This is an optimization exercise on Yosys and OpenROAD, whose aim is small area and a short achievable clock period, not a production implementation. Only simulation tests tie the RTL to the original design; equivalence was not proved. Power and IR drop assume default switching activity.

Setup of before:
==> flow/design.v <==
package ej32_pkg;
    typedef enum logic [1:0] {
        OP_NOP  = 2'b00,
        OP_PUSH = 2'b01,
        OP_POP  = 2'b10,
        OP_PICK = 2'b11
    } stack_ops;
    localparam int EJ32_DEPTH = 64;
    localparam int EJ32_DSZ   = 32;
endpackage
module ej32_stack_rf
#(
    parameter int DEPTH = ej32_pkg::EJ32_DEPTH,
    parameter int DSZ   = ej32_pkg::EJ32_DSZ
) (
    input  logic                clk,
    input  logic [DEPTH-2:0]    i_wsel,
    input  logic [DEPTH-2:0]    i_wkeep,
    input  logic [DSZ-1:0]      i_wdata,
    input  logic [3:0][7:0]     i_rpos,     
    output logic [7:0][DSZ-1:0] o_grp
);
    logic [7:0][7:0][DSZ-1:0] w_row;       
    for (genvar i = 0; i < DEPTH-1; i++) begin : g_row
        logic [DSZ-1:0] r_row;
        always_ff @(posedge clk) begin
            r_row <= ({DSZ{i_wsel[i]}} & i_wdata) | ({DSZ{i_wkeep[i]}} & r_row);
        end
        assign w_row[i/8][i%8] = r_row;
    end
    assign w_row[7][7] = '0;
    for (genvar g = 0; g < 8; g++) begin : g_grp
        ej32_sel_or #(.N(8), .DSZ(DSZ)) u_pos (
            .i_sel  (i_rpos[g/2]),
            .i_data (w_row[g]),
            .o_data (o_grp[g])
        );
    end
endmodule
module ej32_sel_or
#(
    parameter int N   = 8,
    parameter int DSZ = ej32_pkg::EJ32_DSZ
) (
    input  logic [N-1:0]          i_sel,
    input  logic [N-1:0][DSZ-1:0] i_data,
    output logic [DSZ-1:0]        o_data
);
    always_comb begin
        o_data = '0;
        for (int k = 0; k < N; k++) begin
            o_data = o_data | ({DSZ{i_sel[k]}} & i_data[k]);
        end
    end
endmodule
module ej32_or_n
#(
    parameter int N   = 2,
    parameter int DSZ = ej32_pkg::EJ32_DSZ
) (
    input  logic [N-1:0][DSZ-1:0] i_data,
    output logic [DSZ-1:0]        o_data
);
    always_comb begin
        o_data = '0;
        for (int k = 0; k < N; k++) begin
            o_data = o_data | i_data[k];
        end
    end
endmodule
module ej32_rot8 (
    input  logic [7:0] i_oh,
    input  logic [7:0] i_reg,
    output logic [7:0] o_rot
);
    always_comb begin
        for (int j = 0; j < 8; j++) begin
            o_rot[j] = 1'b0;
            for (int k = 0; k < 8; k++) begin
                o_rot[j] = o_rot[j] | (i_oh[k] & i_reg[(k+j)%8]);
            end
        end
    end
endmodule
module ej32_dstack
#(
    parameter int DEPTH = ej32_pkg::EJ32_DEPTH,
    parameter int DSZ   = ej32_pkg::EJ32_DSZ
) (
    input  logic                     clk,
    input  logic                     rst,
    input  logic [1:0]               op,
    input  logic [DSZ-1:0]           vi,
    output logic [DSZ-1:0]           s,
    output logic [$clog2(DEPTH):0]   sp,
    output logic                     empty,
    output logic                     full,
    output logic                     ovf,
    output logic                     udf
);
    localparam int AW = $clog2(DEPTH);
    logic [DSZ-1:0] r_tos;
    logic [DSZ-1:0] r_tos_w;     
    logic [AW:0]    r_sp;
    logic [7:0]     r_lo;        
    logic [7:0]     r_lo_le;     
    logic [7:0]     r_hi;        
    logic [7:0]     r_hi_le;     
    logic           r_empty;     
    logic           r_ovf;
    logic           r_udf;
    logic           w_push, w_pop, w_pick;
    logic [AW-1:0]  w_n;
    logic [7:0]     w_b_oh, w_a_oh;    
    logic [3:0][7:0] w_rpos;     
    logic [7:0]     w_rhi0, w_rhi;
    logic           w_borrow, w_agt, w_aeq;
    logic [DEPTH-2:0] w_wsel;
    logic [DEPTH-2:0] w_wkeep;
    logic [7:0][DSZ-1:0] w_grp;
    logic [7:0]     w_tsel;
    logic [DSZ-1:0] w_tother;
    logic [DSZ-1:0] w_rd;
    logic [DSZ-1:0] w_tos_nxt;
    logic           w_pick_bad;
    logic           w_pick0;
    logic           w_load_vi, w_load_rf, w_inc, w_dec;
    assign w_push  = (op == ej32_pkg::OP_PUSH);
    assign w_pop   = (op == ej32_pkg::OP_POP);
    assign w_pick  = (op == ej32_pkg::OP_PICK);
    assign w_n     = vi[AW-1:0];
    always_comb begin
        for (int k = 0; k < 8; k++) begin
            w_b_oh[k] = op[0] ? (w_n[2:0] == 3'(k)) : (k == 1);
            w_a_oh[k] = op[0] ? (w_n[5:3] == 3'(k)) : (k == 0);
        end
        w_borrow = 1'b0;
        w_agt    = 1'b0;
        w_aeq    = 1'b0;
        for (int j = 0; j < 8; j++) begin
            w_rhi0[j] = 1'b0;
            for (int k = 0; k < 8; k++) begin
                w_rhi0[j] = w_rhi0[j] | (w_a_oh[k] & r_hi[(k+j)%8]);
            end
            w_borrow = w_borrow | (w_b_oh[j] & ~r_lo_le[j]);
            w_agt    = w_agt    | (w_a_oh[j] & ~r_hi_le[j]);
            w_aeq    = w_aeq    | (w_a_oh[j] & r_hi[j]);
        end
        for (int j = 0; j < 8; j++) begin
            w_rhi[j] = w_borrow ? w_rhi0[(j+1)%8] : w_rhi0[j];
        end
    end
    for (genvar c = 0; c < 4; c++) begin : g_rpos
        ej32_rot8 u_rot (
            .i_oh  (w_b_oh),
            .i_reg (r_lo),
            .o_rot (w_rpos[c])
        );
    end
    always_comb begin
        for (int i = 0; i < DEPTH-1; i++) begin
            w_wsel[i]  = r_hi[i/8] & r_lo[i%8];
            w_wkeep[i] = (r_sp[AW-1:0] != AW'(i+1));
        end
    end
    ej32_stack_rf #(
        .DEPTH (DEPTH),
        .DSZ   (DSZ)
    ) u_rf (
        .clk     (clk),
        .i_wsel  (w_wsel),
        .i_wkeep (w_wkeep),
        .i_wdata (r_tos_w),
        .i_rpos  (w_rpos),
        .o_grp   (w_grp)
    );
    assign w_pick_bad = r_empty || w_agt || (w_aeq && w_borrow);
    assign w_pick0    = (w_n == '0);
    assign w_load_vi  = w_push && !r_sp[AW];
    assign w_load_rf  = (w_pop && !r_empty) || (w_pick && !w_pick_bad && !r_sp[AW] && !w_pick0);
    assign w_inc      = (w_push && !r_sp[AW]) || (w_pick && !w_pick_bad && !r_sp[AW]);
    assign w_dec      = w_pop && !r_empty;
    always_comb begin
        for (int g = 0; g < 8; g++) begin
            w_tsel[g] = w_load_rf & w_rhi[g];
        end
        w_tother = ({DSZ{w_load_vi}} & vi) | ({DSZ{!w_load_vi && !w_load_rf}} & r_tos);
    end
    ej32_sel_or #(.N(8), .DSZ(DSZ)) u_rd (
        .i_sel  (w_tsel),
        .i_data (w_grp),
        .o_data (w_rd)
    );
    ej32_or_n #(.N(2), .DSZ(DSZ)) u_tos (
        .i_data ({w_rd, w_tother}),
        .o_data (w_tos_nxt)
    );
    always_ff @(posedge clk) begin
        r_tos_w <= w_tos_nxt;
    end
    always_ff @(posedge clk or posedge rst) begin
        if (rst) begin
            r_tos   <= '0;
            r_sp    <= '0;
            r_lo    <= 8'h80;
            r_lo_le <= 8'hff;
            r_hi    <= 8'h80;
            r_hi_le <= 8'hff;
            r_empty <= 1'b1;
            r_ovf   <= 1'b0;
            r_udf   <= 1'b0;
        end else begin
            r_tos <= w_tos_nxt;
            if (w_inc) begin
                r_sp    <= r_sp + 1'b1;
                r_lo    <= {r_lo[6:0], r_lo[7]};
                r_lo_le <= r_lo[7] ? 8'h01 : {r_lo_le[6:0], 1'b1};
                if (r_lo[7]) begin
                    r_hi    <= {r_hi[6:0], r_hi[7]};
                    r_hi_le <= r_hi[7] ? 8'h01 : {r_hi_le[6:0], 1'b1};
                end
                r_empty <= 1'b0;
            end else if (w_dec) begin
                r_sp    <= r_sp - 1'b1;
                r_lo    <= {r_lo[0], r_lo[7:1]};
                r_lo_le <= r_lo[0] ? 8'hff : {1'b0, r_lo_le[7:1]};
                if (r_lo[0]) begin
                    r_hi    <= {r_hi[0], r_hi[7:1]};
                    r_hi_le <= r_hi[0] ? 8'hff : {1'b0, r_hi_le[7:1]};
                end
                r_empty <= (r_sp == (AW+1)'(1));
            end
            if (op[0] && r_sp[AW])                            r_ovf <= 1'b1;
            if ((w_pop && r_empty) || (w_pick && w_pick_bad)) r_udf <= 1'b1;
        end
    end
    assign s     = r_tos;
    assign sp    = r_sp;
    assign empty = r_empty;
    assign full  = r_sp[AW];
    assign ovf   = r_ovf;
    assign udf   = r_udf;
endmodule
==> flow/config.mk <==
export PLATFORM = sky130hd
export DESIGN_NAME = ej32_dstack
export DESIGN_NICKNAME = ej32_dstack
export VERILOG_FILES = /design/flow/design.v
export SDC_FILE = /design/flow/constraint.sdc
export NUM_CORES = 4
export LEC_CHECK = 0
export CAP_MARGIN = 20
export CORE_MARGIN = 2
export CORE_UTILIZATION = 40
export CTS_CLUSTER_DIAMETER = 80
export CTS_CLUSTER_SIZE = 22
export SETUP_SLACK_MARGIN = 2.3
export SLEW_MARGIN = 20
export SYNTH_HIERARCHICAL = 1
==> flow/constraint.sdc <==
create_clock -name core_clock -period 5.0 [get_ports {clk}]
set_input_delay 1.0000 -clock core_clock [delete_from_list [all_inputs] [get_ports {clk}]]
set_output_delay 1.0000 -clock core_clock [all_outputs]
set_load 0.01 [all_outputs]
standard.sh (not shown) runs the stock make flow with config.mk's settings and CLKGATE_MAP_FILE= SYNTH_SCRIPT=/design/flow/synth_recipe.tcl, a recipe that flattens the netlist after the stock synthesis.
==> flow/flow/run.sh <==
#!/bin/bash
# The standard layout, except that the port buffers are plain buffers (buf_4, which the
# resizer may then size within the buf family) rather than the flow's default delay buffers.
# make's full output goes to make.log here; each ORFS step also keeps its own log under orfs/logs.
set -euo pipefail
bash standard.sh BUFFER_PORTS_ARGS="-buffer_cell sky130_fd_sc_hd__buf_4" finish > make.log 2>&1
before went all the way through synthesis, placement and routing and the layout is clean on timing, DRC and antenna.
Modified inputs, after compared to before
diff --git a/flow/design.v b/flow/design.v
--- a/flow/design.v
+++ b/flow/design.v
@@ -54,16 +54,18 @@
     end
 endmodule
-module ej32_or_n
-#(
-    parameter int N   = 2,
+module ej32_sel_or_x
+#(
+    parameter int N   = 8,
     parameter int DSZ = ej32_pkg::EJ32_DSZ
 ) (
+    input  logic [N-1:0]          i_sel,
     input  logic [N-1:0][DSZ-1:0] i_data,
+    input  logic [DSZ-1:0]        i_extra,
     output logic [DSZ-1:0]        o_data
 );
     always_comb begin
-        o_data = '0;
+        o_data = i_extra;
         for (int k = 0; k < N; k++) begin
-            o_data = o_data | i_data[k];
+            o_data = o_data | ({DSZ{i_sel[k]}} & i_data[k]);
         end
     end
@@ -101,5 +103,4 @@
     localparam int AW = $clog2(DEPTH);
     logic [DSZ-1:0] r_tos;
-    logic [DSZ-1:0] r_tos_w;     
     logic [AW:0]    r_sp;
     logic [7:0]     r_lo;        
@@ -121,5 +122,4 @@
     logic [7:0]     w_tsel;
     logic [DSZ-1:0] w_tother;
-    logic [DSZ-1:0] w_rd;
     logic [DSZ-1:0] w_tos_nxt;
     logic           w_pick_bad;
@@ -171,5 +171,5 @@
         .i_wsel  (w_wsel),
         .i_wkeep (w_wkeep),
-        .i_wdata (r_tos_w),
+        .i_wdata (r_tos),
         .i_rpos  (w_rpos),
         .o_grp   (w_grp)
@@ -187,16 +187,10 @@
         w_tother = ({DSZ{w_load_vi}} & vi) | ({DSZ{!w_load_vi && !w_load_rf}} & r_tos);
     end
-    ej32_sel_or #(.N(8), .DSZ(DSZ)) u_rd (
-        .i_sel  (w_tsel),
-        .i_data (w_grp),
-        .o_data (w_rd)
+    ej32_sel_or_x #(.N(8), .DSZ(DSZ)) u_tos (
+        .i_sel   (w_tsel),
+        .i_data  (w_grp),
+        .i_extra (w_tother),
+        .o_data  (w_tos_nxt)
     );
-    ej32_or_n #(.N(2), .DSZ(DSZ)) u_tos (
-        .i_data ({w_rd, w_tother}),
-        .o_data (w_tos_nxt)
-    );
-    always_ff @(posedge clk) begin
-        r_tos_w <= w_tos_nxt;
-    end
     always_ff @(posedge clk or posedge rst) begin
         if (rst) begin
From before to after, number of maximum-capacitance constraint violations did not move at all.
Summary — clock share of power, after relative to before: lower, by 18 points.
Changes observed in after relative to before: post-route minimum period went up 0.063 ns, core outline area went down 620 sq um, achievable clock frequency went down 5.4 MHz, iteration count of the initial detailed-routing pass went up 3.
Diff before -> after | global-route usage over all layers | increase of 0.43 points
Wire length per cell went up by a few percent going from before to after.
Summary — delay of the slowest cell on the worst path, after relative to before: higher, by 0.36 ns.
Going from before to after, wire length after detailed routing grew by a few percent.
Measured against each other, before and after differ in layout buffer count excluding clock buffers, the higher figure coming from before.

## re-timing with driven ports
The results above use ideal ports. As a check the final layouts listed here were re-extracted and re-timed, cells and wires unchanged.
Step 1 sets driving cells, clkbuf_16 on the clock port and buf_2 on the other inputs (assumed; they add their load-dependent delay and slew).
Step 2 times the ports against the registers' clock, not the clock port: input delays grow and output delays shrink by t, the midpoint of the rising clock arrivals with the driver on.
a / b / c = ideal / step 1 / step 2; a / b = the first two.
| run | t, ns | slack for setup (ns) | worst setup path after step 2 | pins driven straight from the clock port |
|---|---|---|---|---|
| before | 0.916 | 1.621 / 1.581 / 0.665 | input to register | 1 |
| after | 0.865 | 1.558 / 1.574 / 0.714 | input to register | 1 |
After both steps every run listed still meets setup and hold. For before, which loses most, drivers alone change the setup slack by -0.040 ns; drivers and shift together by -0.956 ns.
